Source: an optimization exercise on an open RTL-to-GDS flow (aim: small area). Production flows keep margins and buffers that such runs may drop.
Only simulation tests tie the RTL to the original design; equivalence was not proved.
No activity file was given, so power comes from the tool's default toggle rates.

$ cat flow/run.sh
#!/bin/bash
# Standard synthesis, then the combinational logic re-mapped for area by ABC (registers kept
# as the standard synthesis made them), then the standard layout with port buffers of the
# smallest size and a clock tree without dummy loads.
set -euo pipefail
HERE=$(pwd)
FLOWDIR=$HERE/flow
RES=$HERE/orfs/results/$FLOW_PLATFORM/ip_mem_top/base
YOSYS=$FLOW_HOME/../tools/install/yosys/bin/yosys
LIB=$FLOW_HOME/platforms/$FLOW_PLATFORM/lib/sky130_fd_sc_hd__tt_025C_1v80.lib

export BUFFER_PORTS_ARGS="-buffer_cell sky130_fd_sc_hd__buf_1"
export CTS_ARGS="-sink_clustering_enable -repair_clock_nets -dont_use_dummy_load -sink_clustering_size 18 -sink_clustering_max_diameter 50 -buf_list sky130_fd_sc_hd__clkbuf_8"

bash standard.sh synth > synth.log 2>&1

cp $RES/1_2_yosys.v $HERE/std_synth.v
DONT_USE=$(sed -n '/^export DONT_USE_CELLS/,/^#/p' $FLOW_HOME/platforms/$FLOW_PLATFORM/config.mk | grep -o 'sky130_fd_sc_hd__[a-z0-9_]*' | sed 's/^/-dont_use /' | tr '\n' ' ')
cat > remap.ys <<EOS
read_liberty -ignore_miss_func $LIB
read_verilog $HERE/std_synth.v
hierarchy -top $FLOW_TOP
blackbox $(cat $FLOWDIR/seq_cells.txt)
flatten
delete t:\$scopeinfo
opt_clean
tee -o $HERE/remap_before.txt stat -liberty $LIB
abc -liberty $LIB $DONT_USE -script $FLOWDIR/area.abc
opt_clean -purge
hilomap -singleton -hicell sky130_fd_sc_hd__conb_1 HI -locell sky130_fd_sc_hd__conb_1 LO
insbuf -buf sky130_fd_sc_hd__buf_4 A X
opt_clean -purge
check
tee -o $HERE/remap_after.txt stat -liberty $LIB
select $FLOW_TOP
write_verilog -noattr -noexpr -nohex -nodec -selected $HERE/remap.v
EOS
$YOSYS -s remap.ys > remap.log 2>&1
cp $HERE/remap.v $RES/1_2_yosys.v
rm -f $RES/1_synth.odb $RES/1_synth.sdc

bash standard.sh finish > standard.log 2>&1
$ cat flow/area.abc
&get -n
&st
&dch -f
&nf -a -p -R 1000
&put
mfs2 -a
&get -n
&st
&dch -f
&nf -a -p -R 1000
&put
mfs2 -a
&get -n
&st
&dch -f
&nf -a -p -R 1000
&put
topo
$ cat flow/seq_cells.txt
sky130_fd_sc_hd__dfbbn_1 sky130_fd_sc_hd__dfbbn_2 sky130_fd_sc_hd__dfbbp_1 sky130_fd_sc_hd__dfrbp_1 sky130_fd_sc_hd__dfrbp_2 sky130_fd_sc_hd__dfrtn_1 sky130_fd_sc_hd__dfrtp_1 sky130_fd_sc_hd__dfrtp_2 sky130_fd_sc_hd__dfrtp_4 sky130_fd_sc_hd__dfsbp_1 sky130_fd_sc_hd__dfsbp_2 sky130_fd_sc_hd__dfstp_1 sky130_fd_sc_hd__dfstp_2 sky130_fd_sc_hd__dfstp_4 sky130_fd_sc_hd__dfxbp_1 sky130_fd_sc_hd__dfxbp_2 sky130_fd_sc_hd__dfxtp_1 sky130_fd_sc_hd__dfxtp_2 sky130_fd_sc_hd__dfxtp_4 sky130_fd_sc_hd__dlclkp_1 sky130_fd_sc_hd__dlclkp_2 sky130_fd_sc_hd__dlclkp_4 sky130_fd_sc_hd__dlrbn_1 sky130_fd_sc_hd__dlrbn_2 sky130_fd_sc_hd__dlrbp_1 sky130_fd_sc_hd__dlrbp_2 sky130_fd_sc_hd__dlrtn_1 sky130_fd_sc_hd__dlrtn_2 sky130_fd_sc_hd__dlrtn_4 sky130_fd_sc_hd__dlrtp_1 sky130_fd_sc_hd__dlrtp_2 sky130_fd_sc_hd__dlrtp_4 sky130_fd_sc_hd__dlxbn_1 sky130_fd_sc_hd__dlxbn_2 sky130_fd_sc_hd__dlxbp_1 sky130_fd_sc_hd__dlxtn_1 sky130_fd_sc_hd__dlxtn_2 sky130_fd_sc_hd__dlxtn_4 sky130_fd_sc_hd__dlxtp_1 sky130_fd_sc_hd__edfxbp_1 sky130_fd_sc_hd__edfxtp_1 sky130_fd_sc_hd__lpflow_inputisolatch_1 sky130_fd_sc_hd__sdfbbn_1 sky130_fd_sc_hd__sdfbbn_2 sky130_fd_sc_hd__sdfbbp_1 sky130_fd_sc_hd__sdfrbp_1 sky130_fd_sc_hd__sdfrbp_2 sky130_fd_sc_hd__sdfrtn_1 sky130_fd_sc_hd__sdfrtp_1 sky130_fd_sc_hd__sdfrtp_2 sky130_fd_sc_hd__sdfrtp_4 sky130_fd_sc_hd__sdfsbp_1 sky130_fd_sc_hd__sdfsbp_2 sky130_fd_sc_hd__sdfstp_1 sky130_fd_sc_hd__sdfstp_2 sky130_fd_sc_hd__sdfstp_4 sky130_fd_sc_hd__sdfxbp_1 sky130_fd_sc_hd__sdfxbp_2 sky130_fd_sc_hd__sdfxtp_1 sky130_fd_sc_hd__sdfxtp_2 sky130_fd_sc_hd__sdfxtp_4 sky130_fd_sc_hd__sdlclkp_1 sky130_fd_sc_hd__sdlclkp_2 sky130_fd_sc_hd__sdlclkp_4 sky130_fd_sc_hd__sedfxbp_1 sky130_fd_sc_hd__sedfxbp_2 sky130_fd_sc_hd__sedfxtp_1 sky130_fd_sc_hd__sedfxtp_2 sky130_fd_sc_hd__sedfxtp_4
$ cat standard.sh
#!/bin/bash
# synth_recipe.tcl (not shown) runs the flow's synth.tcl, then flattens the netlist and writes it again
# the make line also repeats each setting of config.mk as NAME=value (left out here)
make -C /OpenROAD-flow-scripts/flow DESIGN_CONFIG=/design/flow/config.mk WORK_HOME=/design/flow/orfs CLKGATE_MAP_FILE= SYNTH_SCRIPT=/design/flow/synth_recipe.tcl "${@:-finish}"
$ cat config.mk
export PLATFORM = sky130hd
export DESIGN_NAME = ip_mem_top
export DESIGN_NICKNAME = ip_mem_top
export VERILOG_FILES = /design/flow/design.v
export SDC_FILE = /design/flow/constraint.sdc
export NUM_CORES = 4
export LEC_CHECK = 0
export CAP_MARGIN = 20
export CORE_MARGIN = 2
export CORE_UTILIZATION = 60
export SLEW_MARGIN = 20
$ cat constraint.sdc
create_clock -name core_clock -period 6.5 [get_ports {bus_if}]
set_input_delay 1.3000 -clock core_clock [delete_from_list [all_inputs] [get_ports {bus_if}]]
set_output_delay 1.3000 -clock core_clock [all_outputs]
set_load 0.01 [all_outputs]
$ cat design.v
package mem_pkg;
	localparam int ADDR_W  = 32;	 
	localparam int SIZE_W  = 4;	 
	localparam int BYTE_W  = 8;	 
	localparam int IDX_W   = 4;	 
	localparam int DATA_W  = 64;	 
	localparam int DEPTH   = 16;	 
	localparam logic [SIZE_W-1:0] SIZE_1DW = 4'd3;	 
	localparam logic [SIZE_W-1:0] SIZE_2DW = 4'd8;	 
	localparam logic [SIZE_W-1:0] SIZE_4DW = 4'd9;	 
	localparam logic [1:0] LEN_ERR = 2'd2;
endpackage
`timescale 1ns/1ps
import mem_pkg::*;
module ap_fifo
#(
	parameter int AP_DEPTH = 4,
	parameter int ENT_W    = 7
)
(
	input  logic             bus_if,
	input  logic             reset_n_i,
	input  logic             req_i,
	input  logic [ENT_W-1:0] ent_i,
	input  logic             pop_i,
	output logic             grant_o,
	output logic [ENT_W-1:0] head_o,
	output logic             not_empty_o
);
	localparam int PTR_W = $clog2(AP_DEPTH);
	localparam int CNT_W = $clog2(AP_DEPTH + 1);
	logic [ENT_W-1:0] ent_r [AP_DEPTH];
	logic [PTR_W-1:0] wptr_r;
	logic [PTR_W-1:0] rptr_r;
	logic [CNT_W-1:0] count_r;
	logic             push_s;
	assign push_s = req_i && !count_r[CNT_W-1] && !grant_o;
	always_ff @(posedge bus_if)
	begin
		if (!reset_n_i)
		begin
			wptr_r  <= '0;
			rptr_r  <= '0;
			count_r <= '0;
			grant_o <= 1'b0;
		end
		else
		begin
			if (push_s)
				wptr_r <= wptr_r + 1'b1;
			if (pop_i)
				rptr_r <= rptr_r + 1'b1;
			case ({push_s, pop_i})
				2'b10:   count_r <= count_r + 1'b1;
				2'b01:   count_r <= count_r - 1'b1;
				default: count_r <= count_r;
			endcase
			grant_o <= push_s;
		end
	end
	always_ff @(posedge bus_if)
	begin
		if (push_s)
			ent_r[wptr_r] <= ent_i;
	end
	assign head_o      = ent_r[rptr_r];
	assign not_empty_o = (count_r != '0);
endmodule
`timescale 1ns/1ps
import mem_pkg::*;
module ap_decode
(
	input  logic [mem_pkg::ADDR_W-1:0] addr_i,
	input  logic [mem_pkg::SIZE_W-1:0] size_i,
	output logic [1:0]                 len_o,	 
	output logic [mem_pkg::IDX_W-1:0]  idx_o
);
	logic hi_zero;	 
	logic lo_zero;	 
	logic ok;
	assign hi_zero = (addr_i[ADDR_W-1:7] == '0);
	assign lo_zero = (addr_i[2:0] == 3'd0);
	assign idx_o   = addr_i[6:3];
	always_comb
	begin
		case (size_i)
			SIZE_1DW: begin len_o = 2'd0; ok = hi_zero && ((idx_o != 4'd15) || lo_zero); end
			SIZE_2DW: begin len_o = 2'd1; ok = hi_zero && ((idx_o < 4'd14) || (idx_o == 4'd14 && lo_zero)); end
			SIZE_4DW: begin len_o = 2'd3; ok = hi_zero && ((idx_o < 4'd12) || (idx_o == 4'd12 && lo_zero)); end
			default:  begin len_o = LEN_ERR; ok = 1'b0; end
		endcase
		if (!ok)
			len_o = LEN_ERR;
	end
endmodule
`timescale 1ns/1ps
import mem_pkg::*;
module dp_ctrl
(
	input  logic                      bus_if,
	input  logic                      reset_n_i,
	input  logic                      not_empty_i,
	input  logic                      head_rd_i,
	input  logic [1:0]                head_len_i,
	input  logic [mem_pkg::IDX_W-1:0] head_idx_i,
	input  logic                      write_valid_i,
	output logic                      pop_o,
	output logic                      we_o,		 
	output logic [mem_pkg::IDX_W-1:0] wr_idx_o,
	output logic [mem_pkg::IDX_W-1:0] rd_idx_o,	 
	output logic                      rd_load_o,	 
	output logic                      fwd_o,	 
	output logic                      read_valid_o,
	output logic                      error_o
);
	logic              v_r;		 
	logic              e_r;		 
	logic              w_r;		 
	logic [IDX_W-1:0]  idx_r;	 
	logic [1:0]        rem_r;	 
	logic              rd_s;	 
	logic              beat_s;
	logic              fin_s;
	logic              head_err;
	assign rd_s     = v_r && !e_r;
	assign we_o     = w_r && write_valid_i;
	assign beat_s   = rd_s || we_o;
	assign fin_s    = !(rd_s || w_r) || (beat_s && rem_r == 2'd0);
	assign pop_o    = fin_s && not_empty_i;
	assign head_err = (head_len_i == LEN_ERR);
	assign rd_idx_o  = fin_s ? head_idx_i : idx_r + 1'b1;
	assign rd_load_o = fin_s ? (not_empty_i && head_rd_i && !head_err) : rd_s;
	assign fwd_o     = we_o && (idx_r == head_idx_i);
	assign wr_idx_o  = idx_r;
	assign read_valid_o = v_r;
	assign error_o      = e_r;
	always_ff @(posedge bus_if)
	begin
		if (!reset_n_i)
		begin
			v_r <= 1'b0;
			e_r <= 1'b0;
			w_r <= 1'b0;
		end
		else if (fin_s)
		begin
			v_r <= not_empty_i && head_rd_i;
			e_r <= not_empty_i && head_err;
			w_r <= not_empty_i && !head_rd_i && !head_err;
		end
	end
	always_ff @(posedge bus_if)
	begin
		if (fin_s)
		begin
			idx_r <= head_idx_i;
			rem_r <= head_len_i;
		end
		else if (beat_s)
		begin
			idx_r <= idx_r + 1'b1;
			rem_r <= rem_r - 1'b1;
		end
	end
endmodule
`timescale 1ns/1ps
import mem_pkg::*;
module mem_lane
(
	input  logic                      bus_if,
	input  logic                      reset_n_i,
	input  logic                      we_i,
	input  logic [mem_pkg::IDX_W-1:0] wr_idx_i,
	input  logic [mem_pkg::DATA_W-1:0] wr_data_i,
	output logic [mem_pkg::DEPTH-1:0][mem_pkg::DATA_W-1:0] mem_o
);
	logic [DATA_W-1:0] mem_r [DEPTH];
	always_ff @(posedge bus_if)
	begin
		for (int i = 0; i < DEPTH; i++)
		begin
			if (!reset_n_i || (we_i && wr_idx_i == IDX_W'(i)))
				mem_r[i] <= reset_n_i ? wr_data_i : '0;
		end
	end
	for (genvar g = 0; g < DEPTH; g++)
	begin : g_out
		assign mem_o[g] = mem_r[g];
	end
endmodule
`timescale 1ns/1ps
import mem_pkg::*;
module rd_resp
(
	input  logic                       bus_if,
	input  logic                       reset_n_i,
	input  logic                       load_i,
	input  logic                       fwd_i,
	input  logic [mem_pkg::IDX_W-1:0]  idx_i,
	input  logic [mem_pkg::DEPTH-1:0][mem_pkg::DATA_W-1:0] mem_i,
	input  logic [mem_pkg::DATA_W-1:0] wr_data_i,
	output logic [mem_pkg::DATA_W-1:0] read_data_o
);
	logic [DATA_W-1:0] word_s;
	logic [DEPTH:0] sel_s;	 
	always_comb
	begin
		for (int i = 0; i < DEPTH; i++)
			sel_s[i] = reset_n_i && !fwd_i && idx_i == IDX_W'(i);
		sel_s[DEPTH] = reset_n_i && fwd_i;
		word_s = wr_data_i & {DATA_W{sel_s[DEPTH]}};
		for (int i = 0; i < DEPTH; i++)
			word_s = word_s | (mem_i[i] & {DATA_W{sel_s[i]}});
	end
	always_ff @(posedge bus_if)
	begin
		if (!reset_n_i || load_i)
			read_data_o <= word_s;
	end
endmodule
`timescale 1ns/1ps
import mem_pkg::*;
module ip_mem_top
#(
	parameter int MEM_DEPTH = 16,
	parameter int MEM_WIDTH = 8,
	parameter int AP_DEPTH  = 4
)
(
	input  logic                                 bus_if,
	input  logic                                 reset_n_i,
	input  logic                                 read_i,
	input  logic                                 write_i,
	input  logic [mem_pkg::ADDR_W-1:0]           addr_i,
	input  logic [mem_pkg::SIZE_W-1:0]           size_i,
	input  logic                                 write_valid_i,
	input  logic [MEM_WIDTH*mem_pkg::BYTE_W-1:0] write_data_i,
	output logic                                 grant_o,
	output logic                                 read_valid_o,
	output logic [MEM_WIDTH*mem_pkg::BYTE_W-1:0] read_data_o,
	output logic                                 error_o
);
	logic [1:0]        len;
	logic [IDX_W-1:0]  idx;
	logic [6:0]        head;
	logic              not_empty;
	logic              pop;
	logic              we;
	logic [IDX_W-1:0]  wr_idx;
	logic [IDX_W-1:0]  rd_idx;
	logic              rd_load;
	logic              fwd;
	logic [DEPTH-1:0][DATA_W-1:0] mem;
	ap_decode u_ap_decode
	(
		.addr_i(addr_i), .size_i(size_i), .len_o(len), .idx_o(idx)
	);
	ap_fifo #(.AP_DEPTH(AP_DEPTH), .ENT_W(7)) u_ap_fifo
	(
		.bus_if(bus_if), .reset_n_i(reset_n_i),
		.req_i(read_i || write_i), .ent_i({read_i, len, idx}),
		.pop_i(pop), .grant_o(grant_o), .head_o(head), .not_empty_o(not_empty)
	);
	dp_ctrl u_dp_ctrl
	(
		.bus_if(bus_if), .reset_n_i(reset_n_i),
		.not_empty_i(not_empty), .head_rd_i(head[6]), .head_len_i(head[5:4]),
		.head_idx_i(head[3:0]), .write_valid_i(write_valid_i),
		.pop_o(pop), .we_o(we), .wr_idx_o(wr_idx), .rd_idx_o(rd_idx),
		.rd_load_o(rd_load), .fwd_o(fwd),
		.read_valid_o(read_valid_o), .error_o(error_o)
	);
	mem_lane u_mem
	(
		.bus_if(bus_if), .reset_n_i(reset_n_i), .we_i(we), .wr_idx_i(wr_idx),
		.wr_data_i(write_data_i), .mem_o(mem)
	);
	rd_resp u_rd_resp
	(
		.bus_if(bus_if), .reset_n_i(reset_n_i), .load_i(rd_load), .fwd_i(fwd),
		.idx_i(rd_idx), .mem_i(mem), .wr_data_i(write_data_i), .read_data_o(read_data_o)
	);
endmodule
==> qor.yml, run 1 <==
critPathLaunchType: "flip-flop"
synth.avg_cell_area_um2: 19.5
slew_headroom: 0.243
crit_arrival_ps: 5060
cts_tree: "yes"
cts.clk_slew.worst_paths_ps: 100
rsz0062_at_grt: "no"
cts.sinks: 1135
path_cells: "mux4_2 -> xnor2_1 -> nand3_1 -> o21ai_0 -> nor2b_4 -> buf_12 -> a222oi_1 -> nand3_1 -> a21oi_1 -> o211ai_1 -> a221oi_1 -> nand3_1"
antenna_found_initial: 2
cp_top_family: "compound AO/OA/AOI/OAI gates"
grt_max_degree: 57
cpMostUsedCell: "nand3_1"
vias: 23500
skew_ps: 84.4
finalSetupTns_ps: 0
syn-cell-area_mm2: 0.0406
chipHeight_um: 264
fin_crit_sh: 0.708
htree_levels: 3
holdWs_ps: 458
cts_root_buf: "clkbuf_8"
overflow: 0
path_buf_inv: 1
cts_setup_buffers: 0
yosysWarnings: 6
worstSetupEndpointType: "flip-flop"
clock_path_buffers: 3
peakVddDrop_v: 0.000262
drt.antenna.violating_nets: 0
track_usage: 0.324
dpl.hpwl_um: 58500
outcome: "complete, no violations"
stdcell_count: 3303
mostFrequentLayoutCells: "1122 x edfxtp_1, 241 x a22oi_1, 170 x buf_1"
synthesis.nets: 2182
cap_viol_max_count: 0
critical_path_class: "reg -> reg"
wl_um: 112000
synthCells: 2077
cp.required_ps: 6950
ios: 172
slowest_delay_ps: 960
avgViaCountPerCell: 7.11
layout.nets: 2536
dpl-instance-area_mm2: 0.0436
cts_resized: 0
cts-buffers-inserted: 93
first_pass_iters: 6
grt_first_pass_wirelength_um: 160000
fin_crit_ps: 4600
crit_fanout: 31
route.detailed.wl_per_inst_um: 34.0
hold_violations: 0
max_freq_ghz: 0.217
fp.dieW_um: 264
num_rows: 95
dr.first_iter.drc_count: 3394
dieArea_mm2: 0.0697
placed_cells: 3208
fill_cells: 4580
p_leak_uw: 0.0148
drv_slew: 0
final_common_cell: "edfxtp_1"
drc_errors: 0
crit_path_top_delay_cell: "o21ai_0"
design_area_mm2: 0.0449
core_area_mm2: 0.0670
drive_gt1_frac: 0.0935
clk_latency_ps: 740
fin_total_pwr_uw: 16600
port_buffers: 171
area_delta_synth_final_pct: 10.7
powerDensity_mw_per_mm2: 370
initial_core_util: 0.605
cts-hold-fix-buffers: 0
setup_viol_count_final: 0
hp-class: "reg -> reg"
first_global_vias: 23400
gp_congestion: 0.784
tightest_slew_ps: 1120
-- metal layers --
layer | GRT usage | vias to the layer above | wire length (um)
li1 | - | 9678 | -
met1 | 0.471 | 12200 | 44400
met2 | 0.522 | 1393 | 54000
met3 | 0.0545 | 168 | 11500
met4 | 0.0782 | 0 | 2220
met5 | 0 | - | 0
-- worst paths after layout --
check / depth (start not counted) / start / slack (ps) / end
setup / recovery: 12 / flip-flop / 1900 / u_rd_resp.read_data_o[61]$_DFFE_PP_
hold / removal: 1 / u_ap_fifo.rptr_r[1]$_SDFFE_PN0P_ / 460 / u_ap_fifo.rptr_r[1]$_SDFFE_PN0P_
setup reg to reg: 12 / flip-flop / 1900 / u_rd_resp.read_data_o[61]$_DFFE_PP_
hold reg to reg: 1 / u_ap_fifo.rptr_r[1]$_SDFFE_PN0P_ / 460 / u_ap_fifo.rptr_r[1]$_SDFFE_PN0P_
-- sequential cells by signal (all words and copies together), names as in the netlist, named ones only --
name,flops
u_rd_resp.read_data_o,64
u_dp_ctrl.e_r,1
u_dp_ctrl.idx_r,4
u_ap_fifo.rptr_r,2
u_dp_ctrl.v_r,1
u_dp_ctrl.rem_r,2
u_mem.mem_r,1024
u_ap_fifo.ent_r,28
u_dp_ctrl.w_r,1
u_ap_fifo.grant_o,1
u_ap_fifo.count_r,3
u_ap_fifo.wptr_r,2
-- final cells by class --
| type | instances | area [um^2] | area share |
|---|---|---|---|
| Sequential cell | 1135 | 34000 | 0.756 |
| Inverter | 2 | 7.51 | 0.000167 |
| Antenna cell | 1 | 2.50 | 0.0000557 |
| Timing Repair Buffer | 259 | 1610 | 0.0360 |
| Multi-Input combinational cell | 940 | 6940 | 0.155 |
| Tap cell | 873 | 1090 | 0.0243 |
| Clock buffer | 93 | 1280 | 0.0285 |
-- worst reg2reg max path, cell delays in order (launching register included) --
cell and delay, ps:
dfxtp_1 620, mux4_2 630, xnor2_1 190, nand3_1 260
o21ai_0 960, nor2b_4 400, buf_12 330, a222oi_1 290
nand3_1 120, a21oi_1 140, o211ai_1 100, a221oi_1 220
nand3_1 100
-- report_power, final --
group	internal [uW]	switching (uW)
Sequential	9020	296
Clock	1280	2130
Combinational	1240	2630
Total	11500	5050
-- stage by stage --
| stage | utilization | worst slack, ps |
|---|---|---|
| floorplan | - | -237 |
| global placement | 0.650 | 1470 |
| detailed placement | 0.650 | 1380 |
| CTS | 0.669 | 1950 |
| global route | 0.670 | 1570 |
| finish | 0.670 | 1900 |
==> inputs of run 2 (changes only) <==
--- a/flow/run.sh
+++ b/flow/run.sh
@@ -9,2 +9,3 @@
 YOSYS=$FLOW_HOME/../tools/install/yosys/bin/yosys
+PERIOD_PS=$(awk "BEGIN{printf \"%d\", $FLOW_PERIOD_NS*1000}")
 LIB=$FLOW_HOME/platforms/$FLOW_PLATFORM/lib/sky130_fd_sc_hd__tt_025C_1v80.lib
@@ -27,3 +28,3 @@
 tee -o $HERE/remap_before.txt stat -liberty $LIB
-abc -liberty $LIB $DONT_USE -script $FLOWDIR/area.abc
+abc -liberty $LIB $DONT_USE -constr $FLOWDIR/abc.constr -D $PERIOD_PS -script $FLOWDIR/area.abc
 opt_clean -purge
==> flow/abc.constr (new file) <==
set_driving_cell sky130_fd_sc_hd__buf_1
set_load 5
--- a/flow/area.abc
+++ b/flow/area.abc
@@ -18 +18,5 @@
 topo
+stime -c
+buffer -c
+upsize -c
+dnsize -c
==> run 2 against run 1 <==
  * Still clean
  * Synthesized area is 2.0% higher
  * Setup slack gained 390 ps
  * Fmax is 9.3% higher
  * Sequential share of layout area is 0.13 points lower
  * Synthesized cell count increased by 6.5%
  * Critical endpoint is now u_rd_resp.read_data_o[5]$_DFFE_PP_
  * Largest power group unchanged
  * Highest routed layer is now met5
==> qor.yml, run 2 <==
cap_viol_max_count: 0  # unchanged
fp.dieW_um: 267  # +0.96%
overflow: 0  # unchanged
area_delta_synth_final_pct: 8.77
port_buffers: 171  # unchanged
hp-class: "reg -> reg"
tightest_slew_ps: 1050  # -75.6 ps
cts-hold-fix-buffers: 0  # unchanged
cts_tree: "yes"
mostFrequentLayoutCells: "1122 x edfxtp_1, 239 x a22oi_1, 170 x buf_1"
cts.clk_slew.worst_paths_ps: 60  # -40 ps
clock_path_buffers: 3  # unchanged
setup_viol_count_final: 0  # unchanged
dieArea_mm2: 0.0710  # +1.9%
rsz0062_at_grt: "no"
core_area_mm2: 0.0685  # +2.1%
vias: 23300  # -0.59%
placed_cells: 3204  # -0.12%
holdWs_ps: 441  # -16.6 ps
cp.required_ps: 7060  # +110 ps
stdcell_count: 3303  # unchanged
critical_path_class: "in -> reg"
gp_congestion: 0.803  # +2.4%
crit_fanout: 23  # -26%
worstSetupEndpointType: "flip-flop"
path_cells: "buf_1 -> nor2_1 -> nand2_1 -> nand3_1 -> nand2_1 -> o22ai_4 -> buf_4 -> nor2b_4 -> buf_4 -> a22oi_1 -> nand4_1 -> a221oi_1 -> nand3_1"
peakVddDrop_v: 0.000296  # +13%
final_common_cell: "edfxtp_1"
max_freq_ghz: 0.237  # +9.3%
drv_slew: 0  # unchanged
cts_setup_buffers: 0  # unchanged
cts-buffers-inserted: 97  # +4.3%
grt_first_pass_wirelength_um: 161000  # +0.15%
top_register: "u_mem.mem_r"
cp_top_family: "simple AND/OR/NAND/NOR gates"
largest_reg_flops: 1024  # unchanged
critPathLaunchType: "input pin"
dr.first_iter.drc_count: 3246  # -4.4%
layout.nets: 2527  # -0.35%
wl_um: 113000  # +0.67%
clk_latency_ps: 740  # about the same
cts.sinks: 1135  # unchanged
path_depth: 13  # +1
ios: 172  # unchanged
fin_crit_ps: 4210  # -392 ps
htree_levels: 3  # unchanged
crit_path_top_delay_cell: "o22ai_4"
synthesis.nets: 2318  # +6.2%
cts_root_buf: "clkbuf_8"
crit_arrival_ps: 4770  # -290 ps
num_rows: 96  # +1.1%
yosysWarnings: 6  # unchanged
synthCells: 2213  # +6.5%
cts_resized: 0  # unchanged
track_usage: 0.321  # -0.00226
hold_depth: 1  # unchanged
drt.antenna.violating_nets: 0  # unchanged
largestRegisters: "u_mem.mem_r (1024), u_rd_resp.read_data_o (64), u_ap_fifo.ent_r (28)"
slowest_delay_ps: 560  # -400 ps
drive_gt1_frac: 0.0996  # +0.00613
path_buf_inv: 3  # +2
syn-cell-area_mm2: 0.0413  # +2.0%
slew_headroom: 0.301  # +0.0583
fin_crit_sh: 0.648  # -0.0603
first_pass_iters: 8  # +2
initial_core_util: 0.604  # -0.00102
route.detailed.wl_per_inst_um: 34.2  # +0.67%
fin_total_pwr_uw: 16700  # +0.79%
outcome: "complete, no violations"
hold_violations: 0  # unchanged
drc_errors: 0  # unchanged
dpl.hpwl_um: 57000  # -2.5%
grt_max_degree: 65  # +14%
skew_ps: 65.3  # -19.1 ps
r2r_cells: 12  # unchanged
antenna_found_initial: 3  # +1
avgViaCountPerCell: 7.07  # -0.59%
synth.avg_cell_area_um2: 18.7  # -4.3%
powerDensity_mw_per_mm2: 372  # +0.61%
chipHeight_um: 267  # +0.96%
p_leak_uw: 0.0149  # +0.41%
first_global_vias: 23200  # -0.52%
[run 2: layout make-up]
class | instances | area [um^2]
Timing Repair Buffer | 246 | 1490
Fill cell | 4727 | 23500
Inverter | 2 | 7.51
Antenna cell | 1 | 2.50
Sequential cell | 1135 | 34000
Multi-Input combinational cell | 940 | 7080
Tap cell | 882 | 1100
Clock buffer | 97 | 1340
[run 2: worst paths after layout]
check	from	end	slack (ps)
max	write_valid_i	u_rd_resp.read_data_o[5]$_DFFE_PP_	2290
min	u_ap_fifo.rptr_r[1]$_SDFFE_PN0P_	flip-flop	440
max reg2reg	flip-flop	u_rd_resp.read_data_o[39]$_DFFE_PP_	2340
min reg2reg	u_ap_fifo.rptr_r[1]$_SDFFE_PN0P_	flip-flop	440
[run 2: worst register-to-register path, stage by stage, from the launching register on]
cell,delay [ps]
dfxtp_1,620
mux4_2,630
xnor2_1,210
nand2_2,200
nor2_1,600
buf_4,360
and2_2,190
buf_4,450
a22oi_1,150
o21ai_0,150
a221oi_1,90
and3_1,210
nand3_1,150
[run 2: per-stage QoR]
| stage | cell area (um^2) | worst slack (ps) | setup TNS [ps] | util |
|---|---|---|---|---|
| 2_1_floorplan | 41300 | -258 | -251220 | - |
| 3_3_place_gp | 43600 | 1630 | 0 | 0.637 |
| 3_5_place_dp | 43600 | 1610 | 0 | 0.637 |
| 4_1_cts | 44900 | 2310 | 0 | 0.656 |
| 5_1_grt | 45000 | 2020 | 0 | 0.657 |
| 6_report | 45000 | 2290 | 0 | 0.657 |
[run 2: report_power, final]
| group | internal, uW | switching [uW] | total [uW] |
|---|---|---|---|
| Sequential | 9020 | 290 | 9310 |
| Combinational | 1260 | 2680 | 3950 |
| Clock | 1330 | 2140 | 3470 |
[run 2: metal layers]
metal / track usage / share of wire / vias up
met5: 0.00832 / 0.00094 / -
met4: 0.102 / 0.028 / 6
met3: 0.0554 / 0.10 / 204
met2: 0.518 / 0.48 / 1352
met1: 0.454 / 0.39 / 12100
li1: - / - / 9660
==> inputs of run 3 (changes only) <==
--- a/flow/run.sh
+++ b/flow/run.sh
@@ -9,3 +9,2 @@
 YOSYS=$FLOW_HOME/../tools/install/yosys/bin/yosys
-PERIOD_PS=$(awk "BEGIN{printf \"%d\", $FLOW_PERIOD_NS*1000}")
 LIB=$FLOW_HOME/platforms/$FLOW_PLATFORM/lib/sky130_fd_sc_hd__tt_025C_1v80.lib
@@ -13,3 +12,3 @@
 export BUFFER_PORTS_ARGS="-buffer_cell sky130_fd_sc_hd__buf_1"
-export CTS_ARGS="-sink_clustering_enable -repair_clock_nets -dont_use_dummy_load -sink_clustering_size 18 -sink_clustering_max_diameter 50 -buf_list sky130_fd_sc_hd__clkbuf_8"
+export CTS_ARGS="-sink_clustering_enable -repair_clock_nets -dont_use_dummy_load -sink_clustering_size 10 -sink_clustering_max_diameter 40 -buf_list sky130_fd_sc_hd__clkbuf_4"
 
@@ -28,3 +27,3 @@
 tee -o $HERE/remap_before.txt stat -liberty $LIB
-abc -liberty $LIB $DONT_USE -constr $FLOWDIR/abc.constr -D $PERIOD_PS -script $FLOWDIR/area.abc
+abc -liberty $LIB $DONT_USE -script $FLOWDIR/area.abc
 opt_clean -purge
--- a/flow/area.abc
+++ b/flow/area.abc
@@ -18,5 +18 @@
 topo
-stime -c
-buffer -c
-upsize -c
-dnsize -c
--- a/config.mk
+++ b/config.mk
@@ -7,5 +7,5 @@
 export LEC_CHECK = 0
-export CAP_MARGIN = 20
+export CAP_MARGIN = 5
 export CORE_MARGIN = 2
 export CORE_UTILIZATION = 60
-export SLEW_MARGIN = 20
+export SLEW_MARGIN = 5
removed: flow/abc.constr
==> run 3 against run 2 <==
  * Count of clock-buffer cells in the layout rose by 45
  * Cell count rose by 1.5%
  * Cell area fell by 0.72%
  * Via count rose by 1.9%
  * Flip-flop and latch count did not move
  * Power fell by 2.4%
  * Synthesized cell count fell by 6.1%
  * Global-route usage rose by 0.66 points
  * Sequential power barely moved
  * Clock skew rose by 19 ps
  * Hold slack improved by 14 ps
  * Wire length fell by 0.16%
  * Critical endpoint is now u_rd_resp.read_data_o[61]$_DFFE_PP_
==> qor.yml, run 3 <==
design_area_mm2: 0.0446  # -0.72%
dr.first_iter.drc_count: 3462  # +6.7%
drt.antenna.violating_nets: 0  # unchanged
critical_path_class: "reg -> reg"
comb_power_share: 0.236  # about the same
p_sw_frac: 0.310  # +0.00433
initial_core_util: 0.605  # +0.00102
top_register: "u_mem.mem_r"
fill_cells: 4657  # -1.5%
switching_power_uw: 5060  # -1.0%
wl_um: 113000  # -0.16%
worstHoldStart: "u_ap_fifo.rptr_r[1]$_SDFFE_PN0P_"
dpl-instance-area_mm2: 0.0436  # about the same
critPathLaunchType: "flip-flop"
cts_root_buf: "clkbuf_4"
track_usage: 0.328  # +0.00657
p_int_uw: 11300  # -3.0%
crit_fanout: 31  # +35%
clock_path_buffers: 3  # unchanged
r2r-end: "u_rd_resp.read_data_o[61]$_DFFE_PP_"
seq_area_mm2: 0.0340  # unchanged
overflow: 0  # unchanged
avgViaCountPerCell: 7.10  # +0.45%
fin_total_pwr_uw: 16300  # -2.4%
multi_input_area_mm2: 0.00694  # -2.0%
hp-class: "reg -> reg"
clk_latency_ps: 1030  # +290 ps
powerDensity_mw_per_mm2: 366  # -1.7%
drive_gt1_frac: 0.111  # +0.0110
hold_depth: 1  # unchanged
cts_tree: "yes"
tightest_slew_ps: 1270  # +220 ps
slew_headroom: 0.153  # -0.149
drc_errors: 0  # unchanged
ios: 172  # unchanged
cp.required_ps: 7260  # +200 ps
fp.dieW_um: 264  # -0.95%
cap_viol_max_count: 0  # unchanged
grt_max_degree: 57  # -12%
num_rows: 95  # -1.0%
outcome: "complete, no violations"
largest_reg_flops: 1024  # unchanged
cts-hold-fix-buffers: 0  # unchanged
cts.clk_slew.worst_paths_ps: 110  # +50 ps
drv_slew: 0  # unchanged
final_common_cell: "edfxtp_1"
dieArea_mm2: 0.0697  # -1.9%
p_leak_uw: 0.0148  # -0.60%
p_seq_frac: 0.570  # +0.013
mostFrequentLayoutCells: "1122 x edfxtp_1, 241 x a22oi_1, 170 x buf_1"
synthCells: 2077  # -6.1%
dpl.hpwl_um: 58500  # +2.5%
synth.avg_cell_area_um2: 19.5  # +4.5%
skew_ps: 84.1  # +18.7 ps
hold_violations: 0  # unchanged
htree_levels: 4  # +1
cts_setup_buffers: 0  # unchanged
pwr-share-clk: 0.193  # -0.014
core_area_mm2: 0.0670  # -2.1%
chipHeight_um: 264  # -0.95%
cts_resized: 0  # unchanged
port_buffers: 171  # unchanged
rsz0062_at_grt: "no"
vias: 23800  # +1.9%
post-place-ws_ps: 1380  # -238 ps
synthesis.nets: 2182  # -5.9%
fin_crit_ps: 4490  # +280 ps
r2r_cells: 12  # unchanged
peakVddDrop_v: 0.000243  # -18%
yosysWarnings: 6  # unchanged
gp_congestion: 0.784  # -2.3%
layout.nets: 2584  # +2.3%
max_freq_ghz: 0.223  # -6.2%
first_pass_iters: 7  # -1
cts.sinks: 1135  # unchanged
antenna_found_initial: 3  # unchanged
route.detailed.wl_per_inst_um: 33.6  # -1.6%
area_delta_synth_final_pct: 10.1
r2r_slack_ps: 2010  # -330 ps
crit_arrival_ps: 5250  # +480 ps
first_global_vias: 23700  # +2.2%
setup_viol_count_final: 0  # unchanged
worstSetupEndpointType: "flip-flop"
hold_end: "u_ap_fifo.rptr_r[1]$_SDFFE_PN0P_"
setup_slack_ps: 2010  # -280 ps
fin_crit_sh: 0.691  # +0.0430
grt_first_pass_wirelength_um: 162000  # +1.1%
largestRegisters: "u_mem.mem_r (1024), u_rd_resp.read_data_o (64), u_ap_fifo.ent_r (28)"
syn-cell-area_mm2: 0.0406  # -1.9%
cts-buffers-inserted: 142  # +46%
## run 3: how the worst max path moves through the flow
stage / from / endpoint / slack, ps / depth (start not counted)
2_1_floorplan: write_valid_i / u_mem.mem_r[12][0]$_DFFE_PP_ / -240 / 3
3_3_place_gp: write_valid_i / u_rd_resp.read_data_o[34]$_DFFE_PP_ / 1470 / 14
3_5_place_dp: write_valid_i / u_rd_resp.read_data_o[34]$_DFFE_PP_ / 1380 / 14
4_1_cts: flip-flop / u_rd_resp.read_data_o[61]$_DFFE_PP_ / 1930 / 12
5_1_grt: flip-flop / u_rd_resp.read_data_o[61]$_DFFE_PP_ / 1620 / 12
6_report: flip-flop / u_rd_resp.read_data_o[61]$_DFFE_PP_ / 2010 / 12
## run 3: power by group through the flow
stage,Combinational [uW],Clock (uW),Sequential (uW)
after floorplan,1930,0,9540
after global placement,3770,0,9460
after detailed placement,3830,0,9480
after CTS,3840,3190,9320
after global routing,4120,3450,9380
final,3860,3160,9310
## run 3: metrics by stage
stage	hold slack, ps	cells	util	TNS (ps)
2_1_floorplan	412	2077	-	-231600
3_3_place_gp	423	3208	0.650	0
3_5_place_dp	445	3208	0.650	0
4_1_cts	459	3350	0.666	0
5_1_grt	493	3351	0.666	0
6_report	455	3351	0.666	0
## run 3: final cells by class
class,count,share of cell area
flip-flops and latches,1135,0.760
multi-input cells,940,0.155
diodes,1,0.0000561
inverters,2,0.000168
clock buffers,142,0.0239
repair buffers,258,0.0355
well taps,873,0.0245
## run 3: metal layers
layer	share of wire	global-route usage	vias to the layer above
li1	-	-	9848
met1	0.39	0.474	12300
met2	0.49	0.531	1462
met3	0.11	0.0599	182
met4	0.018	0.0737	0
met5	0	0	-
## run 3: critical path, cell delays in order (launching register included)
cell and delay (ps):
dfxtp_1 620, mux4_2 630, xnor2_1 180, nand3_1 250, o21ai_0 910, nor2b_4 400
buf_12 330, a222oi_1 270, nand3_1 110, a21oi_1 130, o211ai_1 100, a221oi_1 220
nand3_1 110
==> inputs of run 4 (changes only) <==
--- a/flow/run.sh
+++ b/flow/run.sh
@@ -41,2 +41,2 @@
 
-bash standard.sh finish > standard.log 2>&1
+bash standard.sh MATCH_CELL_FOOTPRINT=0 finish > standard.log 2>&1
--- a/config.mk
+++ b/config.mk
@@ -7,5 +7,5 @@
 export LEC_CHECK = 0
-export CAP_MARGIN = 5
+export CAP_MARGIN = 20
 export CORE_MARGIN = 2
 export CORE_UTILIZATION = 60
-export SLEW_MARGIN = 5
+export SLEW_MARGIN = 20
==> run 4 against run 3 <==
  * Still clean on timing, DRC and antenna
  * Fmax decreased by 1.1%
  * Global-route usage barely moved
  * Setup slack got worse by 51 ps
  * Combinational power hardly changed
  * Cell area about the same
  * Largest cell class unchanged
  * Highest routed layer unchanged
==> qor.yml, run 4 <==
route.detailed.wl_per_inst_um: 33.6  # -0.11%
avgViaCountPerCell: 7.14  # +0.61%
hp-class: "reg -> reg"
fp.dieW_um: 264  # unchanged
track_usage: 0.328  # about the same
final_util: 0.666  # about the same
p_int_uw: 11300  # about the same
vias: 23900  # +0.61%
gp_congestion: 0.784  # unchanged
synthesis.nets: 2182  # unchanged
cts.sinks: 1135  # unchanged
ios: 172  # unchanged
skew_ps: 80.5  # -3.53 ps
largest_reg_flops: 1024  # unchanged
p_sw_frac: 0.310  # about the same
hold_violations: 0  # unchanged
initial_core_util: 0.605  # unchanged
peakVddDrop_v: 0.000240  # -1.0%
slew_headroom: 0.263  # +0.110
core_area_mm2: 0.0670  # unchanged
chipHeight_um: 264  # unchanged
outcome: "complete, no violations"
drt.antenna.violating_nets: 0  # unchanged
fin_crit_ps: 4540  # +50.9 ps
powerDensity_mw_per_mm2: 366  # about the same
top_register: "u_mem.mem_r"
critPathLaunchType: "flip-flop"
cts.clk_slew.worst_paths_ps: 100  # about the same
synth.avg_cell_area_um2: 19.5  # unchanged
syn-cell-area_mm2: 0.0406  # unchanged
pwr-share-clk: 0.193  # about the same
area_delta_synth_final_pct: 10.2  # about the same
grt_first_pass_wirelength_um: 162000  # -0.38%
critical_path_class: "reg -> reg"
cts_resized: 0  # unchanged
p_seq_frac: 0.570  # about the same
largestRegisters: "u_mem.mem_r (1024), u_rd_resp.read_data_o (64), u_ap_fifo.ent_r (28)"
tightest_slew_ps: 1100  # -167 ps
cts-buffers-inserted: 141  # -0.70%
clk_latency_ps: 1010  # -20 ps
cp.required_ps: 7240  # -20 ps
port_buffers: 171  # unchanged
cts_setup_buffers: 0  # unchanged
synthCells: 2077  # unchanged
dieArea_mm2: 0.0697  # unchanged
grt_max_degree: 57  # unchanged
fin_total_pwr_uw: 16300  # about the same
yosysWarnings: 6  # unchanged
worstSetupEndpointType: "flip-flop"
rsz0062_at_grt: "no"
p_leak_uw: 0.0148  # about the same
cts_tree: "yes"
wl_um: 113000  # -0.11%
switching_power_uw: 5070  # +0.13%
clock_path_buffers: 3  # unchanged
setup_viol_count_final: 0  # unchanged
first_pass_iters: 8  # +1
dr.first_iter.drc_count: 3366  # -2.8%
htree_levels: 4  # unchanged
fin_crit_sh: 0.699  # +0.00783
cts-hold-fix-buffers: 0  # unchanged
cap_viol_max_count: 0  # unchanged
mostFrequentLayoutCells: "1122 x edfxtp_1, 241 x a22oi_1, 170 x buf_1"
drive_gt1_frac: 0.111  # +0.000404
dpl.hpwl_um: 58500  # about the same
layout.nets: 2584  # unchanged
finalSetupTns_ps: 0  # unchanged
crit_fanout: 31  # unchanged
drc_errors: 0  # unchanged
overflow: 0  # unchanged
max_freq_ghz: 0.220  # -1.1%
drv_slew: 0  # unchanged
final_common_cell: "edfxtp_1"
antenna_found_initial: 2  # -1
cts_root_buf: "clkbuf_4"
first_global_vias: 23800  # +0.24%
dpl-instance-area_mm2: 0.0436  # about the same
crit_arrival_ps: 5280  # +30 ps
design_area_mm2: 0.0447  # about the same
num_rows: 95  # unchanged
comb_power_share: 0.237  # about the same
==> run 4: worst max-delay path, stage by stage, from the launching register on <==
cell and delay (ps):
dfxtp_1 620, mux4_2 630, xnor2_1 190, nand3_1 260, o21ai_0 930, nor2b_4 400, buf_12 320, a222oi_1 260
nand3_1 120, a21oi_1 140, o211ai_1 100, a221oi_1 220, nand3_1 110
==> run 4: power by group through the flow <==
stage	Sequential [uW]	Combinational (uW)	Clock [uW]
finish	9310	3870	3150
global route	9380	4130	3440
CTS	9320	3840	3180
detailed placement	9480	3830	0
global placement	9460	3770	0
floorplan	9540	1930	0
==> run 4: final cells by class <==
cell class	count	area [um^2]
Antenna cell	1	2.50
Clock buffer	141	1060
Fill cell	4658	22400
Inverter	2	7.51
Multi-Input combinational cell	940	6940
Sequential cell	1135	34000
Tap cell	873	1090
Timing Repair Buffer	259	1610
==> run 4: final timing paths <==
check,start,end,cells after the start,slack [ps]
max,flip-flop,u_rd_resp.read_data_o[61]$_DFFE_PP_,12,1960
min reg2reg,u_ap_fifo.rptr_r[1]$_SDFFE_PN0P_,u_ap_fifo.rptr_r[1]$_SDFFE_PN0P_,1,450
max reg2reg,flip-flop,u_rd_resp.read_data_o[61]$_DFFE_PP_,12,1960
min,u_ap_fifo.rptr_r[1]$_SDFFE_PN0P_,u_ap_fifo.rptr_r[1]$_SDFFE_PN0P_,1,450
==> run 4: layer usage <==
| metal | vias to the layer above | global-route usage | share of wire |
|---|---|---|---|
| met5 | - | 0 | 0 |
| met4 | 0 | 0.0889 | 0.021 |
| met3 | 189 | 0.0650 | 0.11 |
| met2 | 1484 | 0.523 | 0.48 |
| met1 | 12400 | 0.471 | 0.39 |
| li1 | 9842 | - | - |
==> run 4: through the flow <==
step	cells	setup WS, ps	hold WS, ps
after floorplan	2077	-237	412
final	3351	1960	453
after global routing	3351	1610	492
after detailed placement	3208	1380	448
after CTS	3349	1960	462
after global placement	3208	1470	423
==> inputs of run 5 (changes only) <==
--- a/flow/run.sh
+++ b/flow/run.sh
@@ -41,2 +41,2 @@
 
-bash standard.sh MATCH_CELL_FOOTPRINT=0 finish > standard.log 2>&1
+bash standard.sh MATCH_CELL_FOOTPRINT=0 RECOVER_POWER=100 finish > standard.log 2>&1
==> run 5 against run 4 <==
  * Now fails the layout checks on max-capacitance violations, max-slew violations
  * Power is 0.21% lower
  * Register-to-register slack worse by 1000 ps
  * Global-route usage stayed put
  * Setup slack worse by 1100 ps
  * Flip-flop and latch count stayed put
  * Utilization is 0.45 points lower
  * Non-clock buffer count stayed put
==> qor.yml, run 5 <==
path_cells: "buf_1 -> and2_0 -> nand3_1 -> o21ai_0 -> clkbuf_2"
cts_resized: 0  # unchanged
core_area_mm2: 0.0670  # unchanged
p_seq_frac: 0.573  # +0.003
use_met2: 0.523  # unchanged
cts_setup_buffers: 0  # unchanged
yosysWarnings: 6  # unchanged
so_faults: "max-capacitance violations, max-slew violations"
overflow: 0  # unchanged
fp.dieW_um: 264  # unchanged
port_buffers: 171  # unchanged
wl_um: 113000  # +0.18%
ios: 172  # unchanged
cts-hold-fix-buffers: 0  # unchanged
avgViaCountPerCell: 7.13  # -0.26%
final_common_cell: "edfxtp_1"
cts_tree: "yes"
grt_max_degree: 57  # unchanged
finalSetupTns_ps: 0  # unchanged
first_global_vias: 23800  # unchanged
r2r_cells: 4  # -8
route.detailed.wl_per_inst_um: 33.7  # +0.18%
pwr-share-clk: 0.193  # about the same
largest_reg_flops: 1024  # unchanged
p_leak_uw: 0.0147  # -0.71%
fin_crit_sh: 0.874  # +0.175
final_util: 0.662  # -0.00450
drc_errors: 0  # unchanged
mostFrequentLayoutCells: "1122 x edfxtp_1, 241 x a22oi_1, 168 x buf_1"
cts-buffers-inserted: 141  # unchanged
syn-cell-area_mm2: 0.0406  # unchanged
post-place-ws_ps: 1380  # unchanged
dpl.hpwl_um: 58500  # unchanged
r2r-end: "u_mem.mem_r[15][18]$_DFFE_PP_"
cap_viol_max_count: 27  # +27
synthesis.nets: 2182  # unchanged
max_freq_ghz: 0.176  # -20%
r2r_slack_ps: 960  # -1000 ps
cts_root_buf: "clkbuf_4"
drv_slew: 763  # +763
peakVddDrop_v: 0.000241  # +0.41%
hold_depth: 1  # unchanged
tightest_slew_ps: 4680  # +3570 ps
crit_fanout: 54  # +74%
dr.first_iter.drc_count: 3436  # +2.1%
seq_area_mm2: 0.0340  # unchanged
cts.sinks: 1135  # unchanged
antenna_found_initial: 2  # unchanged
p_int_uw: 11300  # about the same
met1_usage: 0.471  # unchanged
synth.avg_cell_area_um2: 19.5  # unchanged
first_pass_iters: 6  # -2
comb_power_share: 0.234  # -0.003
multi_input_area_mm2: 0.00675  # -2.8%
setup_viol_count_final: 0  # unchanged
hp-class: "reg -> reg"
critPathLaunchType: "input pin"
top_register: "u_mem.mem_r"
clk_latency_ps: 1010  # about the same
htree_levels: 4  # unchanged
switching_power_uw: 5030  # -0.88%
use_met3: 0.0650  # unchanged
outcome: "complete, but fails checks"
p_sw_frac: 0.308  # -0.00208
skew_ps: 79.0  # -1.50 ps
holdWs_ps: 458  # +4.86 ps
hold_violations: 0  # unchanged
track_usage: 0.328  # unchanged
crit_arrival_ps: 6230  # +950 ps
dieArea_mm2: 0.0697  # unchanged
vias: 23900  # -0.26%
clock_path_buffers: 3  # unchanged
slew_headroom: -2.15  # -2.41
chipHeight_um: 264  # unchanged
setup_slack_ps: 820  # -1140 ps
num_rows: 95  # unchanged
synthCells: 2077  # unchanged
worstSetupEndpointType: "flip-flop"
worstHoldStart: "u_ap_fifo.rptr_r[1]$_SDFFE_PN0P_"
drt.antenna.violating_nets: 0  # unchanged
largestRegisters: "u_mem.mem_r (1024), u_rd_resp.read_data_o (64), u_ap_fifo.ent_r (28)"
rsz0062_at_grt: "no"
crit_path_top_delay_cell: "o21ai_0"
grt_first_pass_wirelength_um: 162000  # unchanged
busiest_layer: "met2"
slowest_delay_ps: 2290  # +1360 ps
fin_crit_ps: 5680  # +1140 ps
r2r-start: "u_dp_ctrl.w_r$_SDFFE_PN0P_"
area_delta_synth_final_pct: 9.41
cp.required_ps: 7050  # -190 ps
critical_path_class: "in -> reg"
layout.nets: 2584  # unchanged
drive_gt1_frac: 0.0989  # -0.0121
initial_core_util: 0.605  # unchanged
gp_congestion: 0.784  # unchanged
cts.clk_slew.worst_paths_ps: 90  # about the same
hold_end: "u_ap_fifo.rptr_r[1]$_SDFFE_PN0P_"
fin_total_pwr_uw: 16300  # -0.21%
powerDensity_mw_per_mm2: 367  # +0.47%
fill_cells: 4704  # +0.99%
-- run 5: power by group through the flow --
stage	Clock [uW]	Sequential [uW]	Combinational [uW]
4_1_cts	3180	9320	3840
2_1_floorplan	0	9540	1930
5_1_grt	3440	9400	4070
6_report	3150	9340	3810
3_5_place_dp	0	9480	3830
3_3_place_gp	0	9460	3770
-- run 5: per-layer routing --
layer / up-vias / share of wire
li1: 9841 / -
met5: - / 0
met4: 0 / 0.021
met2: 1485 / 0.48
met1: 12400 / 0.39
met3: 196 / 0.11
-- run 5: how the worst max path moves through the flow --
stage                              from                                  end  slack (ps)  depth (start not counted)
after floorplan           write_valid_i         u_mem.mem_r[12][0]$_DFFE_PP_        -240                          3
after global placement    write_valid_i  u_rd_resp.read_data_o[34]$_DFFE_PP_        1470                         14
after detailed placement  write_valid_i  u_rd_resp.read_data_o[34]$_DFFE_PP_        1380                         14
after CTS                     flip-flop  u_rd_resp.read_data_o[61]$_DFFE_PP_        1960                         12
after global routing      write_valid_i         u_mem.mem_r[15][3]$_DFFE_PP_         830                          5
final                     write_valid_i        u_mem.mem_r[15][18]$_DFFE_PP_         820                          5
-- run 5: worst max-delay path, delay by kind of cell --
kind            cells  cell delay (ps)
simple gates        2              520
buf+inv             2             2040
compound gates      1             2290
-- run 5: per-stage QoR --
stage,area (um^2),std cells
floorplan,40600,2077
global placement,43600,3208
detailed placement,43600,3208
CTS,44600,3349
global route,44400,3351
finish,44400,3351
-- run 5: final cells by class --
class / instances / share of cell area
Inverter: 2 / 0.000169
Tap cell: 873 / 0.0246
Sequential cell: 1135 / 0.765
Clock buffer: 141 / 0.0239
Antenna cell: 1 / 0.0000564
Timing Repair Buffer: 259 / 0.0340
Multi-Input combinational cell: 940 / 0.152
==> inputs of run 6 (changes only) <==
--- a/flow/run.sh
+++ b/flow/run.sh
@@ -41,2 +41,2 @@
 
-bash standard.sh MATCH_CELL_FOOTPRINT=0 RECOVER_POWER=100 finish > standard.log 2>&1
+bash standard.sh finish > standard.log 2>&1
--- a/config.mk
+++ b/config.mk
@@ -10,2 +10,3 @@
 export CORE_UTILIZATION = 60
+export GPL_TIMING_DRIVEN = 0
 export SLEW_MARGIN = 20
==> run 6 against run 5 <==
  * The run now finishes clean
  * Via count increased by 1.3%
  * Largest cell class unchanged
  * Flip-flop and latch count stayed put
  * Register-to-register slack better by 710 ps
  * Highest routed layer unchanged
==> qor.yml, run 6 <==
tightest_slew_ps: 1100  # -3570 ps
skew_ps: 91.5  # +12.4 ps
dpl-instance-area_mm2: 0.0464  # +6.5%
hp-class: "reg -> reg"
grt_first_pass_wirelength_um: 163000  # +0.68%
chipHeight_um: 264  # unchanged
drt.antenna.violating_nets: 0  # unchanged
syn-cell-area_mm2: 0.0406  # unchanged
crit_arrival_ps: 5530  # -700 ps
finalSetupTns_ps: 0  # unchanged
p_sw_frac: 0.307  # -0.00161
fin_crit_ps: 4830  # -846 ps
synth.avg_cell_area_um2: 19.5  # unchanged
powerDensity_mw_per_mm2: 355  # -3.2%
multi_input_area_mm2: 0.00699  # +3.6%
cts_setup_buffers: 0  # unchanged
clock_path_buffers: 3  # unchanged
path_cells: "mux4_2 -> xnor2_1 -> nand3_1 -> o21ai_4 -> nor2b_4 -> buf_12 -> buf_16 -> buf_12 -> a222oi_1 -> nand3_1 -> a221oi_1 -> nand2_1 -> a21oi_1 -> o211ai_1"
cts.clk_slew.worst_paths_ps: 90  # about the same
r2r-end: "u_rd_resp.read_data_o[1]$_DFFE_PP_"
r2r_slack_ps: 1670  # +710 ps
critical_path_class: "reg -> reg"
cts_resized: 0  # unchanged
cts.sinks: 1135  # unchanged
vias: 24200  # +1.3%
drv_slew: 0  # -100%
route.detailed.wl_per_inst_um: 32.9  # -2.2%
hold_violations: 0  # unchanged
antenna_found_initial: 2  # unchanged
fill_cells: 4194  # -11%
gp_congestion: 0.775  # -1.2%
crit_fanout: 19  # -65%
worstHoldStart: "u_ap_fifo.rptr_r[1]$_SDFFE_PN0P_"
wl_um: 112000  # -0.36%
hold_depth: 1  # unchanged
cts-buffers-inserted: 144  # +2.1%
core_area_mm2: 0.0670  # unchanged
path_buf_inv: 3  # +1
mostFrequentLayoutCells: "1122 x edfxtp_1, 241 x a22oi_1, 170 x buf_1"
first_global_vias: 24100  # +1.4%
max_freq_ghz: 0.207  # +18%
outcome: "complete, no violations"
seq_area_mm2: 0.0340  # unchanged
htree_levels: 4  # unchanged
clk_latency_ps: 1020  # about the same
fin_crit_sh: 0.744  # -0.130
fp.dieW_um: 264  # unchanged
critPathLaunchType: "flip-flop"
slowest_delay_ps: 830  # -1460 ps
switching_power_uw: 5180  # +3.1%
ios: 172  # unchanged
comb_power_share: 0.263  # +0.029
rsz0062_at_grt: "no"
slew_headroom: 0.256  # +2.41
drc_errors: 0  # unchanged
design_area_mm2: 0.0475  # +7.1%
setup_viol_count_final: 0  # unchanged
avgViaCountPerCell: 7.08  # -0.64%
largest_reg_flops: 1024  # unchanged
first_pass_iters: 6  # unchanged
dpl.hpwl_um: 71200  # +22%
p_seq_frac: 0.549  # -0.024
synthCells: 2077  # unchanged
p_leak_uw: 0.0159  # +8.4%
track_usage: 0.328  # about the same
final_common_cell: "edfxtp_1"
dieArea_mm2: 0.0697  # unchanged
p_int_uw: 11700  # +3.9%
cap_viol_max_count: 0  # -100%
cts_tree: "yes"
top_register: "u_mem.mem_r"
peakVddDrop_v: 0.000241  # about the same
layout.nets: 2646  # +2.4%
cp_top_family: "compound AO/OA/AOI/OAI gates"
cp.required_ps: 7200  # +150 ps
r2r_cells: 14  # +10
port_buffers: 171  # unchanged
worstSetupEndpointType: "flip-flop"
crit_path_top_delay_cell: "o21ai_4"
hold_end: "u_ap_fifo.rptr_r[1]$_SDFFE_PN0P_"
cts_root_buf: "clkbuf_4"
overflow: 0  # unchanged
grt_max_degree: 30  # -47%
post-place-ws_ps: 932  # -450 ps
final_util: 0.709  # +0.0471
yosysWarnings: 6  # unchanged
holdWs_ps: 442  # -15.7 ps
dr.first_iter.drc_count: 3369  # -1.9%
area_delta_synth_final_pct: 17.2
setup_slack_ps: 1670  # +846 ps
num_rows: 95  # unchanged
cts-hold-fix-buffers: 0  # unchanged
drive_gt1_frac: 0.133  # +0.0342
largestRegisters: "u_mem.mem_r (1024), u_rd_resp.read_data_o (64), u_ap_fifo.ent_r (28)"
synthesis.nets: 2182  # unchanged
pwr-share-clk: 0.187  # -0.006
initial_core_util: 0.605  # unchanged
## run 6: worst max path at each step
stage | startpoint | to | slack (ps) | cells after the start
after floorplan | write_valid_i | u_mem.mem_r[12][0]$_DFFE_PP_ | -240 | 3
after global placement | reset_n_i | u_mem.mem_r[2][57]$_DFFE_PP_ | -18230 | 2
after detailed placement | write_valid_i | u_rd_resp.read_data_o[31]$_DFFE_PP_ | 930 | 15
after CTS | flip-flop | u_rd_resp.read_data_o[35]$_DFFE_PP_ | 1470 | 12
after global routing | flip-flop | u_rd_resp.read_data_o[1]$_DFFE_PP_ | 1420 | 14
final | flip-flop | u_rd_resp.read_data_o[1]$_DFFE_PP_ | 1670 | 14
## run 6: layer usage
layer | vias to the layer above | track usage | part of all wire
li1 | 10000 | - | -
met4 | 0 | 0.108 | 0.028
met2 | 1558 | 0.526 | 0.49
met3 | 247 | 0.0521 | 0.10
met5 | - | 0 | 0
met1 | 12400 | 0.469 | 0.38
## run 6: layout make-up
| class | instances | area share |
|---|---|---|
| antenna | 3 | 0.000158 |
| clock buffer | 144 | 0.0227 |
| inverter | 2 | 0.000158 |
| multi-input combinational | 940 | 0.147 |
| sequential | 1135 | 0.714 |
| tap | 873 | 0.0230 |
| timing repair buffer | 318 | 0.0924 |
## run 6: power by group through the flow
| stage | registers [uW] | logic, uW | clock network (uW) |
|---|---|---|---|
| 4_1_cts | 9280 | 4420 | 3210 |
| 5_1_grt | 9350 | 4700 | 3470 |
| 3_5_place_dp | 9450 | 4410 | 0 |
| 2_1_floorplan | 9540 | 1930 | 0 |
| 3_3_place_gp | 9610 | 3500 | 0 |
| 6_report | 9280 | 4450 | 3170 |
## run 6: per-stage QoR
stage | total power [uW] | instances
after floorplan | 11500 | 2077
after global placement | 13100 | 3121
after detailed placement | 13900 | 3268
after CTS | 16900 | 3412
after global routing | 17500 | 3413
final | 16900 | 3415
==> inputs of run 7 (changes only) <==
--- a/config.mk
+++ b/config.mk
@@ -10,3 +10,3 @@
 export CORE_UTILIZATION = 60
-export GPL_TIMING_DRIVEN = 0
+export PLACE_DENSITY = 0.5
 export SLEW_MARGIN = 20
==> run 7 against run 6 <==
  * Cell count decreased by 1.9%
  * Largest power group unchanged
  * Highest routed layer unchanged
  * Sequential share of layout area increased by 4.6 points
  * Largest cell class unchanged
  * Via count decreased by 0.98%
  * Still clean
==> qor.yml, run 7 <==
fill_cells: 4658  # +11%
seq_area_mm2: 0.0340  # unchanged
setup_viol_count_final: 0  # unchanged
cts.clk_slew.worst_paths_ps: 100  # about the same
vias: 23900  # -0.98%
layout.nets: 2584  # -2.3%
r2r_cells: 12  # -2
dieArea_mm2: 0.0697  # unchanged
cp_top_family: "compound AO/OA/AOI/OAI gates"
largest_reg_flops: 1024  # unchanged
gp_congestion: 0.784  # +1.2%
cts_setup_buffers: 0  # unchanged
path_cells: "mux4_2 -> xnor2_1 -> nand3_1 -> o21ai_0 -> nor2b_4 -> buf_12 -> a222oi_1 -> nand3_1 -> a21oi_1 -> o211ai_1 -> a221oi_1 -> nand3_1"
p_leak_uw: 0.0148  # -7.1%
powerDensity_mw_per_mm2: 366  # +2.9%
crit_path_top_delay_cell: "o21ai_0"
fin_total_pwr_uw: 16300  # -3.3%
synth.avg_cell_area_um2: 19.5  # unchanged
top_register: "u_mem.mem_r"
r2r-end: "u_rd_resp.read_data_o[61]$_DFFE_PP_"
hold_depth: 1  # unchanged
route.detailed.wl_per_inst_um: 33.6  # +2.1%
clock_path_buffers: 3  # unchanged
final_common_cell: "edfxtp_1"
tightest_slew_ps: 1100  # -2.99 ps
rsz0062_at_grt: "no"
dr.first_iter.drc_count: 3366  # -0.089%
clk_latency_ps: 1010  # about the same
initial_core_util: 0.605  # unchanged
largestRegisters: "u_mem.mem_r (1024), u_rd_resp.read_data_o (64), u_ap_fifo.ent_r (28)"
ios: 172  # unchanged
avgViaCountPerCell: 7.14  # +0.91%
cts-hold-fix-buffers: 0  # unchanged
path_depth: 12  # -2
critical_path_class: "reg -> reg"
grt_max_degree: 57  # +90%
cts_root_buf: "clkbuf_4"
drc_errors: 0  # unchanged
peakVddDrop_v: 0.000240  # -0.49%
slowest_delay_ps: 930  # +100 ps
num_rows: 95  # unchanged
fp.dieW_um: 264  # unchanged
slew_headroom: 0.263  # +0.00699
cts.sinks: 1135  # unchanged
wl_um: 113000  # +0.18%
skew_ps: 80.5  # -10.9 ps
syn-cell-area_mm2: 0.0406  # unchanged
holdWs_ps: 453  # +10.9 ps
drv_slew: 0  # unchanged
synthesis.nets: 2182  # unchanged
max_freq_ghz: 0.220  # +6.4%
cts-buffers-inserted: 141  # -2.1%
track_usage: 0.328  # about the same
mostFrequentLayoutCells: "1122 x edfxtp_1, 241 x a22oi_1, 170 x buf_1"
fin_crit_ps: 4540  # -292 ps
grt_first_pass_wirelength_um: 162000  # -0.68%
overflow: 0  # unchanged
cts_resized: 0  # unchanged
crit_fanout: 31  # +12
outcome: "complete, no violations"
hold_violations: 0  # unchanged
drt.antenna.violating_nets: 0  # unchanged
cp.required_ps: 7240  # +40 ps
synthCells: 2077  # unchanged
critPathLaunchType: "flip-flop"
hp-class: "reg -> reg"
worstSetupEndpointType: "flip-flop"
antenna_found_initial: 2  # unchanged
chipHeight_um: 264  # unchanged
drive_gt1_frac: 0.111  # -0.0221
dpl.hpwl_um: 58500  # -18%
cap_viol_max_count: 0  # unchanged
fin_crit_sh: 0.699  # -0.0450
core_area_mm2: 0.0670  # unchanged
first_pass_iters: 8  # +2
port_buffers: 171  # unchanged
final_util: 0.666  # -0.0426
yosysWarnings: 6  # unchanged
cpMostUsedCell: "nand3_1"
multi_input_area_mm2: 0.00694  # -0.70%
htree_levels: 4  # unchanged
r2r_slack_ps: 1960  # +290 ps
first_global_vias: 23800  # -1.4%
crit_arrival_ps: 5280  # -250 ps
area_delta_synth_final_pct: 10.2
critPathCapture: "u_rd_resp.read_data_o[61]$_DFFE_PP_"
path_buf_inv: 1  # -2
cts_tree: "yes"
==> run 7: cell types whose count changed in the layout (fill, tap and decap cells not counted), moves of 4 or more <==
cell,change
o22ai_2,+4
buf_8,-10
o22ai_4,-4
buf_16,-113
buf_4,+64
==> run 7: worst reg2reg max path, cell delays in order (launching register included) <==
cell	delay, ps
dfxtp_1	620
mux4_2	630
xnor2_1	190
nand3_1	260
o21ai_0	930
nor2b_4	400
buf_12	330
a222oi_1	290
nand3_1	120
a21oi_1	140
o211ai_1	100
a221oi_1	220
nand3_1	110
==> run 7: how the worst min path moves through the flow <==
stage | start | to | slack, ps
global placement | u_ap_fifo.rptr_r[1]$_SDFFE_PN0P_ | flip-flop | 420
CTS | u_ap_fifo.rptr_r[1]$_SDFFE_PN0P_ | u_ap_fifo.rptr_r[1]$_SDFFE_PN0P_ | 460
floorplan | u_ap_fifo.rptr_r[1]$_SDFFE_PN0P_ | flip-flop | 410
finish | u_ap_fifo.rptr_r[1]$_SDFFE_PN0P_ | u_ap_fifo.rptr_r[1]$_SDFFE_PN0P_ | 450
detailed placement | u_ap_fifo.rptr_r[1]$_SDFFE_PN0P_ | u_ap_fifo.rptr_r[1]$_SDFFE_PN0P_ | 450
global route | u_ap_fifo.rptr_r[1]$_SDFFE_PN0P_ | u_ap_fifo.rptr_r[1]$_SDFFE_PN0P_ | 490
==> run 7: where the power goes <==
| group | internal [uW] | switching [uW] | leakage, uW |
|---|---|---|---|
| sequential | 9020 | 295 | 0.0115 |
| clock | 1000 | 2150 | 0.000649 |
| combinational | 1240 | 2630 | 0.00264 |
| total | 11300 | 5070 | 0.0148 |
==> run 7: layout make-up <==
class / count / area share
sequential: 1135 / 0.760
multi-input combinational: 940 / 0.155
timing repair buffer: 259 / 0.0361
tap: 873 / 0.0245
clock buffer: 141 / 0.0237
inverter: 2 / 0.000168
antenna: 1 / 0.0000560
==> run 7: metrics by stage <==
stage                     setup WS, ps  TNS [ps]  instance area [um^2]  instances
after global placement            1470         0                 43600       3208
final                             1960         0                 44700       3351
after detailed placement          1380         0                 43600       3208
after floorplan                   -237   -231600                 40600       2077
after CTS                         1960         0                 44600       3349
after global routing              1610         0                 44700       3351
==> run 7: metal layers <==
layer	part of all wire	vias to the layer above	track usage
met5	0	-	0
met4	0.021	0	0.0889
met3	0.11	189	0.0650
met2	0.48	1484	0.523
met1	0.39	12400	0.471
li1	-	9842	-

[afterwards: timing with drivers on the ports]
How much do the figures lean on ideal ports? The routed layouts below were timed once more, with nothing changed but the port constraints. Step 1, drivers: a clkbuf_16 drives bus_if and a buf_2 each remaining input, both assumed. Step 2 adds t to the input delays and takes it off the output delays; t is the mean of the earliest and latest rising clock arrival at the registers after step 1. Input paths then give back, and output paths get back, about the clock's delay inside the block. a / b / c = ideal / step 1 / step 2; a / b = the first two.
| run | shift t [ns] | setup WS [ns] | worst register clock-pin slew, ns | worst slew at a driven data input, ns | pins driven straight from the clock port |
|---|---|---|---|---|---|
| run 1 | 0.758 | 1.897 / 1.897 / 1.309 | 0.11 / 0.11 | 0.10 | 1 |
| run 2 | 0.774 | 2.289 / 2.328 / 1.554 | 0.11 / 0.11 | 0.13 | 1 |
| run 3 | 1.042 | 2.009 / 2.009 / 1.263 | 0.12 / 0.12 | 0.10 | 1 |
| run 4 | 1.026 | 1.958 / 1.958 / 1.278 | 0.11 / 0.11 | 0.10 | 1 |
| run 5 | 1.030 | 0.820 / 0.849 / -0.181 | 0.11 / 0.11 | 0.09 | 1 |
| run 6 | 1.036 | 1.666 / 1.666 / 0.857 | 0.11 / 0.11 | 0.12 | 1 |
| run 7 | 1.026 | 1.958 / 1.958 / 1.278 | 0.11 / 0.11 | 0.10 | 1 |
For run 5, which loses most, drivers alone change the setup slack by +0.029 ns; drivers and shift together by -1.001 ns.
